What follows belongs to an exercise in optimizing a design on an open flow for small area, a short achievable clock period and few clock cycles; a production flow would make more cautious choices. Only the layout flow was run in this run; the RTL was not checked for function there. No activity file was given, so power comes from the tool's default toggle rates.

==> design.v <==
`default_nettype none
package rmedf_pkg;
  localparam int TASKS  = 8;
  localparam int SLOT_W = 3;
  localparam int NS_W   = 4;
  localparam int ID_W   = 4;
  localparam int TICK_W = 16;
  localparam int VAL_W  = 16;
  localparam int CNT_W  = 16;
  localparam int DL_W   = TICK_W + 1;
  localparam int OUT_W  = 32;
  localparam int ADDR_W = 4;
  localparam int DATA_W = 32;
  localparam logic [ID_W-1:0] NONE_ID = 4'd8;
  localparam logic [1:0] OP_LOAD   = 2'd0;
  localparam logic [1:0] OP_TICK   = 2'd1;
  localparam logic [1:0] OP_FINISH = 2'd2;
  localparam logic [2:0] TAG_IDLE = 3'd0;
  localparam logic [2:0] TAG_FIN  = 3'd1;
  localparam logic [2:0] TAG_LOST = 3'd2;
  localparam logic [2:0] TAG_PRE  = 3'd3;
  localparam logic [2:0] TAG_CUT  = 3'd4;
  localparam logic [15:0] SLIMIT_RESET = 16'd4096;
endpackage
`default_nettype wire
`default_nettype none
module rmedf_mod (
  input  wire logic        clk,
  input  wire logic        rst_n,
  input  wire logic        start,
  input  wire logic [15:0] dividend,
  input  wire logic [15:0] divisor,
  output logic             done,
  output logic [15:0]      rem
);
  logic [15:0] rem_r;
  logic [15:0] div_r;
  logic [3:0]  cnt_r;
  logic        run_r;
  logic        done_r;
  logic [16:0] trial;
  logic [16:0] diff;
  assign trial = {rem_r, dividend[~cnt_r]};
  assign diff  = trial - {1'b0, div_r};
  always_ff @(posedge clk) begin
    if (!rst_n) begin
      run_r  <= 1'b0;
      done_r <= 1'b0;
    end else begin
      done_r <= run_r && (cnt_r == 4'd15);
      if (start) run_r <= 1'b1;
      else if (cnt_r == 4'd15) run_r <= 1'b0;
    end
  end
  always_ff @(posedge clk) begin
    if (start) begin
      cnt_r <= '0;
      rem_r <= '0;
      div_r <= divisor;
    end else if (run_r) begin
      cnt_r <= cnt_r + 1'b1;
      rem_r <= diff[16] ? trial[15:0] : diff[15:0];
    end
  end
  assign done = done_r;
  assign rem  = rem_r;
endmodule
`default_nettype wire
`default_nettype none
module rmedf_slot (
  input  wire logic        clk,
  input  wire logic        rst_n,
  input  wire logic        in_n,        
  input  wire logic        policy,      
  input  wire logic [15:0] tick,
  input  wire logic        tick0,       
  input  wire logic        own,         
  input  wire logic        tick_en,
  input  wire logic        win,
  input  wire logic        ld_en,
  input  wire logic [15:0] ld_per,
  input  wire logic [15:0] ld_bur,
  input  wire logic [15:0] ld_dl,
  input  wire logic        ph_wr,
  input  wire logic [15:0] ph_val,
  input  wire logic        fin_en,
  input  wire logic        kill_wr,
  input  wire logic [15:0] kill_val,
  output logic [16:0]      key,
  output logic             elig,
  output logic             fin,         
  output logic             lst,         
  output logic             kf,
  output logic [15:0]      done,
  output logic [15:0]      lost,
  output logic [15:0]      killed
);
  logic [15:0] per, bur, dl;
  logic [15:0] phase, rem;
  logic [16:0] absdl;
  logic        active;
  logic        pnz, php0, rel, remz, dlhit, active1;
  logic [15:0] ph_inc, rem1;
  logic [16:0] absdl1;
  assign pnz     = (per != '0);
  assign php0    = tick0 || (phase == '0);
  assign rel     = in_n && pnz && php0;
  assign ph_inc  = (tick0 ? 16'd0 : phase) + 16'd1;
  assign remz    = (rem == '0);
  assign fin     = own && remz;
  assign dlhit   = in_n && active && !remz && (absdl == {1'b0, tick});
  assign lst     = !fin && dlhit;
  assign active1 = rel || (active && !fin && !dlhit);
  assign rem1    = rel ? bur : rem;
  assign absdl1  = rel ? ({1'b0, tick} + {1'b0, dl}) : absdl;
  assign key     = policy ? absdl1 : {1'b0, per};
  assign elig    = in_n && active1 && (rel ? (bur != '0) : !remz);
  always_ff @(posedge clk) begin
    if (ld_en) begin
      per <= ld_per;
      bur <= ld_bur;
      dl  <= ld_dl;
    end
  end
  always_ff @(posedge clk) begin
    if (ph_wr) phase <= ph_val;
    else if (tick_en && pnz) phase <= (ph_inc == per) ? 16'd0 : ph_inc;
  end
  always_ff @(posedge clk) begin
    if (tick_en) begin
      rem   <= win ? rem1 - 16'd1 : rem1;
      absdl <= absdl1;
    end
  end
  always_ff @(posedge clk) begin
    if (!rst_n || fin_en) active <= 1'b0;
    else if (tick_en) active <= active1;
  end
  always_ff @(posedge clk) begin
    if (fin_en) kf <= in_n && active && !remz;
  end
  always_ff @(posedge clk) begin
    if (!rst_n || ld_en) begin
      done   <= '0;
      lost   <= '0;
      killed <= '0;
    end else begin
      if (tick_en && fin) done <= done + 16'd1;
      if (tick_en && lst) lost <= lost + 16'd1;
      if (kill_wr) killed <= kill_val;
    end
  end
endmodule
`default_nettype wire
`default_nettype none
module rm_edf_tick_scheduler (
  input  wire logic                          clk,
  input  wire logic                          rst_n,
  input  wire logic                          start,
  output logic                               busy,
  input  wire logic [1:0]                    in_operation,
  input  wire logic [rmedf_pkg::SLOT_W-1:0]  in_task_index,
  input  wire logic [rmedf_pkg::VAL_W-1:0]   in_period,
  input  wire logic [rmedf_pkg::VAL_W-1:0]   in_burst,
  input  wire logic [rmedf_pkg::VAL_W-1:0]   in_deadline,
  output logic                               out_valid,
  output logic                               out_kind,
  output logic [rmedf_pkg::ID_W-1:0]         out_task_id,
  output logic                               out_seg_valid,
  output logic [rmedf_pkg::ID_W-1:0]         out_seg_task,
  output logic [rmedf_pkg::OUT_W-1:0]        out_seg_start,
  output logic [rmedf_pkg::OUT_W-1:0]        out_seg_end,
  output logic [2:0]                         out_seg_tag,
  output logic                               out_trace_full,
  output logic [rmedf_pkg::OUT_W-1:0]        out_count_complete,
  output logic [rmedf_pkg::OUT_W-1:0]        out_count_lost,
  output logic [rmedf_pkg::OUT_W-1:0]        out_count_killed,
  output logic                               out_last,
  input  wire logic                          psel,
  input  wire logic                          penable,
  input  wire logic                          pwrite,
  input  wire logic [rmedf_pkg::ADDR_W-1:0]  paddr,
  input  wire logic [rmedf_pkg::DATA_W-1:0]  pwdata,
  output logic [rmedf_pkg::DATA_W-1:0]       prdata,
  output logic                               pready
);
  localparam logic [3:0] NONE_ID = rmedf_pkg::NONE_ID;
  logic        policy_r;
  logic [3:0]  tcount_r;
  logic [15:0] slimit_r;
  logic        cfg_wr;
  logic [15:0] tick_r;
  logic [3:0]  owner_r;
  logic [15:0] since_r;
  logic [15:0] segcnt_r;
  logic        ldm_r;         
  logic [2:0]  ldslot_r;
  logic        fpend_r;       
  logic        tot_r;         
  logic [2:0]  ts_r;          
  logic        ov_r;
  logic [3:0]  id_r;
  logic        sv_r;
  logic [3:0]  stask_r;
  logic [15:0] sstart_r;
  logic [15:0] send_r;
  logic [2:0]  stag_r;
  logic        full_r;
  logic        last_r;
  logic        accept, do_tick, do_load, do_fin;
  logic [3:0]  n_eff;
  logic        tick0;
  logic        mod_done;
  logic [15:0] mod_rem;
  assign accept  = start && !busy;
  assign do_load = accept && (in_operation == rmedf_pkg::OP_LOAD);
  assign do_tick = accept && (in_operation == rmedf_pkg::OP_TICK);
  assign do_fin  = accept && (in_operation == rmedf_pkg::OP_FINISH);
  assign busy    = ldm_r || fpend_r;
  assign n_eff   = tcount_r[3] ? 4'd8 : tcount_r;
  assign tick0   = (tick_r == '0);
  assign pready = 1'b1;
  assign cfg_wr = psel && penable && pwrite;
  always_ff @(posedge clk) begin
    if (!rst_n) begin
      policy_r <= 1'b0;
      tcount_r <= '0;
      slimit_r <= rmedf_pkg::SLIMIT_RESET;
    end else if (cfg_wr) begin
      case (paddr[3:2])
        2'd0: policy_r <= pwdata[0];
        2'd1: tcount_r <= pwdata[3:0];
        2'd2: slimit_r <= pwdata[15:0];
        default: ;
      endcase
    end
  end
  always_comb begin
    case (paddr[3:2])
      2'd0:    prdata = {31'd0, policy_r};
      2'd1:    prdata = {28'd0, tcount_r};
      2'd2:    prdata = {16'd0, slimit_r};
      default: prdata = '0;
    endcase
  end
  rmedf_mod u_mod (
    .clk      (clk),
    .rst_n    (rst_n),
    .start    (do_load && !tick0),
    .dividend (tick_r),
    .divisor  (in_period),
    .done     (mod_done),
    .rem      (mod_rem)
  );
  logic [16:0] key  [8];
  logic [7:0]  elig, fin, lst, kf, win, own, in_n;
  logic [15:0] done_c [8];
  logic [15:0] lost_c [8];
  logic [15:0] kill_c [8];
  logic [15:0] kill_val;
  logic        ph_wr_any;
  logic [2:0]  ph_slot;
  assign ph_wr_any = (do_load && tick0) || mod_done;
  assign ph_slot   = mod_done ? ldslot_r : in_task_index;
  for (genvar i = 0; i < 8; i++) begin : g_slot
    assign in_n[i] = (4'(i) < n_eff);
    assign own[i]  = (owner_r == 4'(i));
    rmedf_slot u_slot (
      .clk      (clk),
      .rst_n    (rst_n),
      .in_n     (in_n[i]),
      .policy   (policy_r),
      .tick     (tick_r),
      .tick0    (tick0),
      .own      (own[i]),
      .tick_en  (do_tick),
      .win      (win[i]),
      .ld_en    (do_load && (in_task_index == 3'(i))),
      .ld_per   (in_period),
      .ld_bur   (in_burst),
      .ld_dl    (in_deadline),
      .ph_wr    (ph_wr_any && (ph_slot == 3'(i))),
      .ph_val   (mod_done ? mod_rem : 16'd0),
      .fin_en   (do_fin),
      .kill_wr  (tot_r && (ts_r == 3'(i))),
      .kill_val (kill_val),
      .key      (key[i]),
      .elig     (elig[i]),
      .fin      (fin[i]),
      .lst      (lst[i]),
      .kf       (kf[i]),
      .done     (done_c[i]),
      .lost     (lost_c[i]),
      .killed   (kill_c[i])
    );
  end
  logic [17:0] k1 [4];
  logic [2:0]  i1 [4];
  logic [17:0] k2 [2];
  logic [2:0]  i2 [2];
  logic [17:0] k3;
  logic [2:0]  i3;
  logic [3:0]  best;
  always_comb begin
    for (int j = 0; j < 4; j++) begin
      logic [17:0] ka, kb;
      ka = {!elig[2*j],   key[2*j]};
      kb = {!elig[2*j+1], key[2*j+1]};
      if (kb < ka) begin k1[j] = kb; i1[j] = 3'(2*j+1); end
      else         begin k1[j] = ka; i1[j] = 3'(2*j);   end
    end
    for (int j = 0; j < 2; j++) begin
      if (k1[2*j+1] < k1[2*j]) begin k2[j] = k1[2*j+1]; i2[j] = i1[2*j+1]; end
      else                     begin k2[j] = k1[2*j];   i2[j] = i1[2*j];   end
    end
    if (k2[1] < k2[0]) begin k3 = k2[1]; i3 = i2[1]; end
    else               begin k3 = k2[0]; i3 = i2[0]; end
    best = k3[17] ? NONE_ID : {1'b0, i3};
  end
  for (genvar i = 0; i < 8; i++) begin : g_win
    assign win[i] = (best == 4'(i));
  end
  logic        own_fin, own_lost, chg, s_ok, seg_room;
  logic [2:0]  s_tag;
  logic        full_n;
  assign own_fin  = |(fin & own);
  assign own_lost = |(lst & own);
  assign chg      = do_fin || own_fin || own_lost || (owner_r != best);
  assign seg_room = (segcnt_r < slimit_r);
  assign s_ok     = chg && (tick_r > since_r) && seg_room;
  assign full_n   = s_ok ? ((segcnt_r + 16'd1) == slimit_r) : !seg_room;
  always_comb begin
    if (do_fin)        s_tag = (owner_r != NONE_ID) ? rmedf_pkg::TAG_CUT : rmedf_pkg::TAG_IDLE;
    else if (own_fin)  s_tag = rmedf_pkg::TAG_FIN;
    else if (own_lost) s_tag = rmedf_pkg::TAG_LOST;
    else               s_tag = (owner_r != NONE_ID) ? rmedf_pkg::TAG_PRE : rmedf_pkg::TAG_IDLE;
  end
  logic [2:0] tsn;
  assign kill_val = kill_c[ts_r] + {15'd0, kf[ts_r]};
  assign tsn      = ts_r + 3'd1;
  always_ff @(posedge clk) begin
    if (!rst_n) begin
      tick_r   <= '0;
      owner_r  <= NONE_ID;
      since_r  <= '0;
      segcnt_r <= '0;
      ldm_r    <= 1'b0;
      fpend_r  <= 1'b0;
      tot_r    <= 1'b0;
      ov_r     <= 1'b0;
    end else begin
      if (do_load && !tick0) ldm_r <= 1'b1;
      else if (mod_done)     ldm_r <= 1'b0;
      if (do_tick) begin
        tick_r   <= tick_r + 16'd1;
        owner_r  <= best;
        if (chg) since_r <= tick_r;
        if (s_ok) segcnt_r <= segcnt_r + 16'd1;
      end else if (do_fin) begin
        tick_r   <= '0;
        owner_r  <= NONE_ID;
        since_r  <= '0;
        segcnt_r <= '0;
      end
      ov_r <= do_tick || do_fin || fpend_r;
      if (do_fin) begin
        fpend_r <= (n_eff != '0);
        tot_r   <= 1'b0;
      end else if (fpend_r) begin
        tot_r   <= 1'b1;
        fpend_r <= !((tot_r ? {1'b0, tsn} : 4'd0) + 4'd1 == n_eff);
      end else begin
        tot_r   <= 1'b0;
      end
    end
  end
  always_ff @(posedge clk) begin
    if (do_load && !tick0) ldslot_r <= in_task_index;
    if (fpend_r) ts_r <= tot_r ? tsn : 3'd0;
    if (do_tick || do_fin) begin
      id_r     <= do_fin ? NONE_ID : best;
      sv_r     <= s_ok;
      stask_r  <= s_ok ? owner_r : NONE_ID;
      sstart_r <= s_ok ? since_r : '0;
      send_r   <= s_ok ? tick_r : '0;
      stag_r   <= s_ok ? s_tag : rmedf_pkg::TAG_IDLE;
      full_r   <= full_n;
      last_r   <= do_tick || (n_eff == '0);
    end else if (fpend_r) begin
      id_r     <= {1'b0, tot_r ? tsn : 3'd0};
      sv_r     <= 1'b0;
      stask_r  <= NONE_ID;
      sstart_r <= '0;
      send_r   <= '0;
      stag_r   <= rmedf_pkg::TAG_IDLE;
      last_r   <= ((tot_r ? {1'b0, tsn} : 4'd0) + 4'd1 == n_eff);
    end
  end
  assign out_valid          = ov_r;
  assign out_kind           = tot_r;
  assign out_task_id        = id_r;
  assign out_seg_valid      = sv_r;
  assign out_seg_task       = stask_r;
  assign out_seg_start      = {16'd0, sstart_r};
  assign out_seg_end        = {16'd0, send_r};
  assign out_seg_tag        = stag_r;
  assign out_trace_full     = full_r;
  assign out_count_complete = tot_r ? {16'd0, done_c[ts_r]} : '0;
  assign out_count_lost     = tot_r ? {16'd0, lost_c[ts_r]} : '0;
  assign out_count_killed   = tot_r ? {16'd0, kill_val} : '0;
  assign out_last           = last_r;
endmodule
`default_nettype wire
==> run.sh <==
#!/bin/bash
# synth_recipe.tcl (not shown) runs the flow's synth.tcl, then flattens the netlist and writes it again
# the make line also repeats each setting of config.mk as NAME=value (left out here)
make -C /OpenROAD-flow-scripts/flow DESIGN_CONFIG=/design/flow/config.mk WORK_HOME=/design/flow/orfs CLKGATE_MAP_FILE= SYNTH_SCRIPT=/design/flow/synth_recipe.tcl finish
==> config.mk <==
export PLATFORM = sky130hd
export DESIGN_NAME = rm_edf_tick_scheduler
export DESIGN_NICKNAME = rm_edf_tick_scheduler
export VERILOG_FILES = /design/flow/design.v
export SDC_FILE = /design/flow/constraint.sdc
export NUM_CORES = 4
export LEC_CHECK = 0
export CAP_MARGIN = 20
export CORE_MARGIN = 2
export CORE_UTILIZATION = 40
export SLEW_MARGIN = 20
==> constraint.sdc <==
create_clock -name core_clock -period 10.0 [get_ports {clk}]
set_input_delay 2.0000 -clock core_clock [delete_from_list [all_inputs] [get_ports {clk}]]
set_output_delay 2.0000 -clock core_clock [all_outputs]
set_load 0.01 [all_outputs]
==> out/metrics.cfg <==
[status]
outcome=finished with violations
so.violations=negative setup slack

[setup_path]
cpMostUsedCell=a21o_1
slowest_stage=or4_4
r2r_setup_slack_ps=-500
critical_path_class=reg2reg
crit-reg2reg-launch=tick_r[1]
r2r_cells=50
worst_setup_path_start_kind=flip-flop
worstPathRequired_ps=10670
critPathMaxFanout=10
crit_path_end_kind=flip-flop
max_stage_delay_ps=540
crit_arrival_ps=11180
reg2reg_to=segcnt_r[13]
startpoint=tick_r[1]

[synthesis]
synth-seq-cells=1343
synth_compound_area_share_pct=11.1
yosys_warnings=15
yosys.area_share.simple_pct=17.0
synth_top_family_by_area=simple AND/OR/NAND/NOR gates
async_flop_share_pct=0
yosys.area_share.adder_pct=5.73
synth_xor_area_share_pct=9.79
synth-edff-count=852
muxShareOfSynthArea_pct=6.63
syn_inst=7776
synthFlopType=edfxtp_1
synth_cell_type_count=98
seq_area_frac_synth_pct=45.8
postSynthAreaPerCell_um2=9.95
netlist_area_um2=77400

[worst_hold_path]
holdPathEnd=since_r[5]
holdPathStages=2
holdCritPathClass=reg2reg
worstHoldStart=since_r[5]

[pwr]
p_per_area_nw_per_um2=135
p_leak_nw=35.9
peakVddDrop_uv=191

[route]
routed_wirelength_mm=266
via_per_inst=5.66
drc=0
post_drt_wl_per_cell_um=23.0
drtAntennaViolNets=0
drt_iter0_drc=6031
firstDrtPassIters=9
vias=65572

[final_layout]
utilization_pct=50.9
drive_gt1_share_pct=22.2
multi_input_area_um2=41700
nets=9384
seq_area_um2=35400
area_growth_pct=26.6
num-fill-cells=17207
antennaDiodeCount=0
finalNonFillerCells=11590

[clocking]
clock_path_buffers=3
root_buffer=clkbuf_16
cts_tree=built
clk_pin_slew_ps=60
h-tree-depth=4
insertion_delay_ps=850
cts_inserted_buffers=152
hold_buffers=0
cts.sinks=1343

[die]
io_pins=305
die-area_um2=197000
num_rows=161
fp.dieH_um=444
start_util_pct=40.2
fp.dieW_um=444
core_area_um2=192000

[sta]
clock_skew_ps=56.1
hold_violations=0
rsz0062_at_grt=yes
slew_violations=0
relSlewSlack_pct=12.1
worst_pin_slew_ps=1300
timing.final.crit_period_ps=10500
period_share_pct=105
max_freq_mhz=95.2
setup_violations=165
timing.final.ws_setup_ps=-505

[grt]
grt_util_all_layers_pct=26.0
grt_pass1_vias=63066
antenna_found_initial=11
grt-ovfl-total=0
grt_pass1_wl_mm=390
grt_max_degree=86

[placement]
hpwlAfterDp_mm=197
numPortBuffers=189
gp_congestion=0.977
pre_cts_ws_ps=-1190
dp_cells=11214

[run]
drv_cap=0

==> timing repair <==
action                                  in CTS  in global routing
setup buffers                               63                 40
resized for setup                          283                234
cloned                                       2                  4
endpoints found under the setup margin     209                209
pin swaps                                  103                157
==> report_power, final <==
group,internal [W],switching [W]
logic,0.000589,0.000806
clock network,0.00326,0.00248
registers,0.00600,0.0000992
==> metrics by stage <==
stage	total power [W]	TNS [ps]	instance area, µm²	hold WS (ps)
after global routing	0.0136	-114260	98000	493
after detailed placement	0.00745	-185750	89700	461
after global placement	0.00742	-165000	89700	452
after floorplan	0.00694	-185	78000	444
final	0.0132	-49930	98000	465
after CTS	0.0132	-32640	96500	472
==> registers in the layout, summed over array words and instances (netlist names), 128 cells and up <==
signal	count
g_slot.u_slot.lost	128
g_slot.u_slot.dl	128
g_slot.u_slot.done	128
g_slot.u_slot.per	128
g_slot.u_slot.killed	128
g_slot.u_slot.phase	128
g_slot.u_slot.bur	128
g_slot.u_slot.rem	128
g_slot.u_slot.absdl	136
==> worst max-delay path: cells and delay by family (launching register included) <==
kind                     cells  cell delay [ps]
adder cells (fa/ha/maj)      4             1110
buffers and inverters       11             1580
multiplexers                 3              540
XOR/XNOR                     1              200
AND/OR/NAND/NOR             11             2340
AO/OA/AOI/OAI               20             4140
flip-flops                   1              370
==> cells in the final DEF, fill, tap and decap left out, types with 129 or more instances in the layout <==
| master | netlist | routed |
|---|---|---|
| clkdlybuf4s50_1 | 0 | 188 |
| mux2_2 | 160 | 153 |
| nor3_1 | 157 | 132 |
| ha_1 | 340 | 315 |
| nand2_1 | 693 | 683 |
| nor4_1 | 184 | 149 |
| nand3_1 | 258 | 248 |
| dfxtp_1 | 491 | 480 |
| mux2i_1 | 292 | 272 |
| edfxtp_1 | 852 | 852 |
| buf_4 | 100 | 1058 |
| xnor2_1 | 430 | 422 |
| o21ai_0 | 233 | 175 |
| a21oi_1 | 297 | 244 |
| nand4_1 | 159 | 159 |
| xor2_1 | 435 | 434 |
| nor2_1 | 853 | 817 |
| clkbuf_16 | 0 | 155 |
| a211oi_1 | 147 | 129 |
| inv_1 | 257 | 248 |
==> metal layers <==
layer,track usage [%],up-vias,wire [µm]
li1,-,30530,-
met1,34.7,32119,113000
met2,42.3,2415,124000
met3,3.81,508,18200
met4,10.8,0,11900
met5,0,-,0
==> cells in the mapped netlist (all sizes together) (161+ instances only) <==
cell | number | share of area [%]
nor2 | 853 | 4.1
ha | 340 | 5.5
nand3 | 258 | 1.7
o21ai | 238 | 1.5
nor4 | 186 | 1.5
xor2 | 435 | 4.9
mux2 | 161 | 2.3
xnor2 | 430 | 4.9
clkbuf | 287 | 1.4
dfxtp | 491 | 13
edfxtp | 852 | 33
mux2i | 293 | 3.8
a21oi | 298 | 1.9
nand2 | 693 | 3.4
inv | 258 | 1.3
==> logic make-up after synthesis <==
| logic type | after synthesis |
|---|---|
| other cells | 2 |
| compound gates | 1273 |
| xor+xnor | 865 |
| mux | 471 |
| fa+ha+maj | 349 |
| flops | 1343 |
| buf+inv | 706 |
| simple gates | 2767 |
==> how the worst max path moves through the flow <==
| stage | endpoint | slack (ps) | depth (start not counted) |
|---|---|---|---|
| final | segcnt_r[13] | -500 | 50 |
| after global routing | segcnt_r[13] | -840 | 49 |
| after CTS | full_r | -370 | 49 |
| after detailed placement | full_r | -1190 | 53 |
| after global placement | segcnt_r[13] | -1100 | 52 |
| after floorplan | g_slot[7].u_slot.rem[12] | -120 | 47 |
==> final cells by class <==
| class | instances | area share, % |
|---|---|---|
| Clock buffer | 202 | 4.22 |
| Clock inverter | 76 | 0.980 |
| Inverter | 261 | 1.01 |
| Multi-Input combinational cell | 5822 | 42.6 |
| Sequential cell | 1343 | 36.2 |
| Tap cell | 2526 | 3.23 |
| Timing Repair Buffer | 1360 | 11.8 |

## static timing again, ports no longer ideal
How much do the figures lean on ideal ports? The routed layout below was timed once more, with nothing changed but the port constraints.
Step 1, drivers: a clkbuf_16 drives clk and a buf_2 each remaining input, both assumed.
Step 2 adds t to the input delays and takes it off the output delays; t is the mean of the earliest and latest rising clock arrival at the registers after step 1. Input paths then give back, and output paths get back, about the clock's delay inside the block.
Three values: ideal ports, drivers, drivers and shift; two values: the first two.
shift t [ns]: 0.899
setup WS [ns]: -0.505 / -0.505 / -0.505
slew at the worst register clock pin (ns): 0.07 / 0.07
pins driven straight from the clock port: 1
For this run, drivers alone change the setup slack by 0.000 ns; drivers and shift together by 0.000 ns.
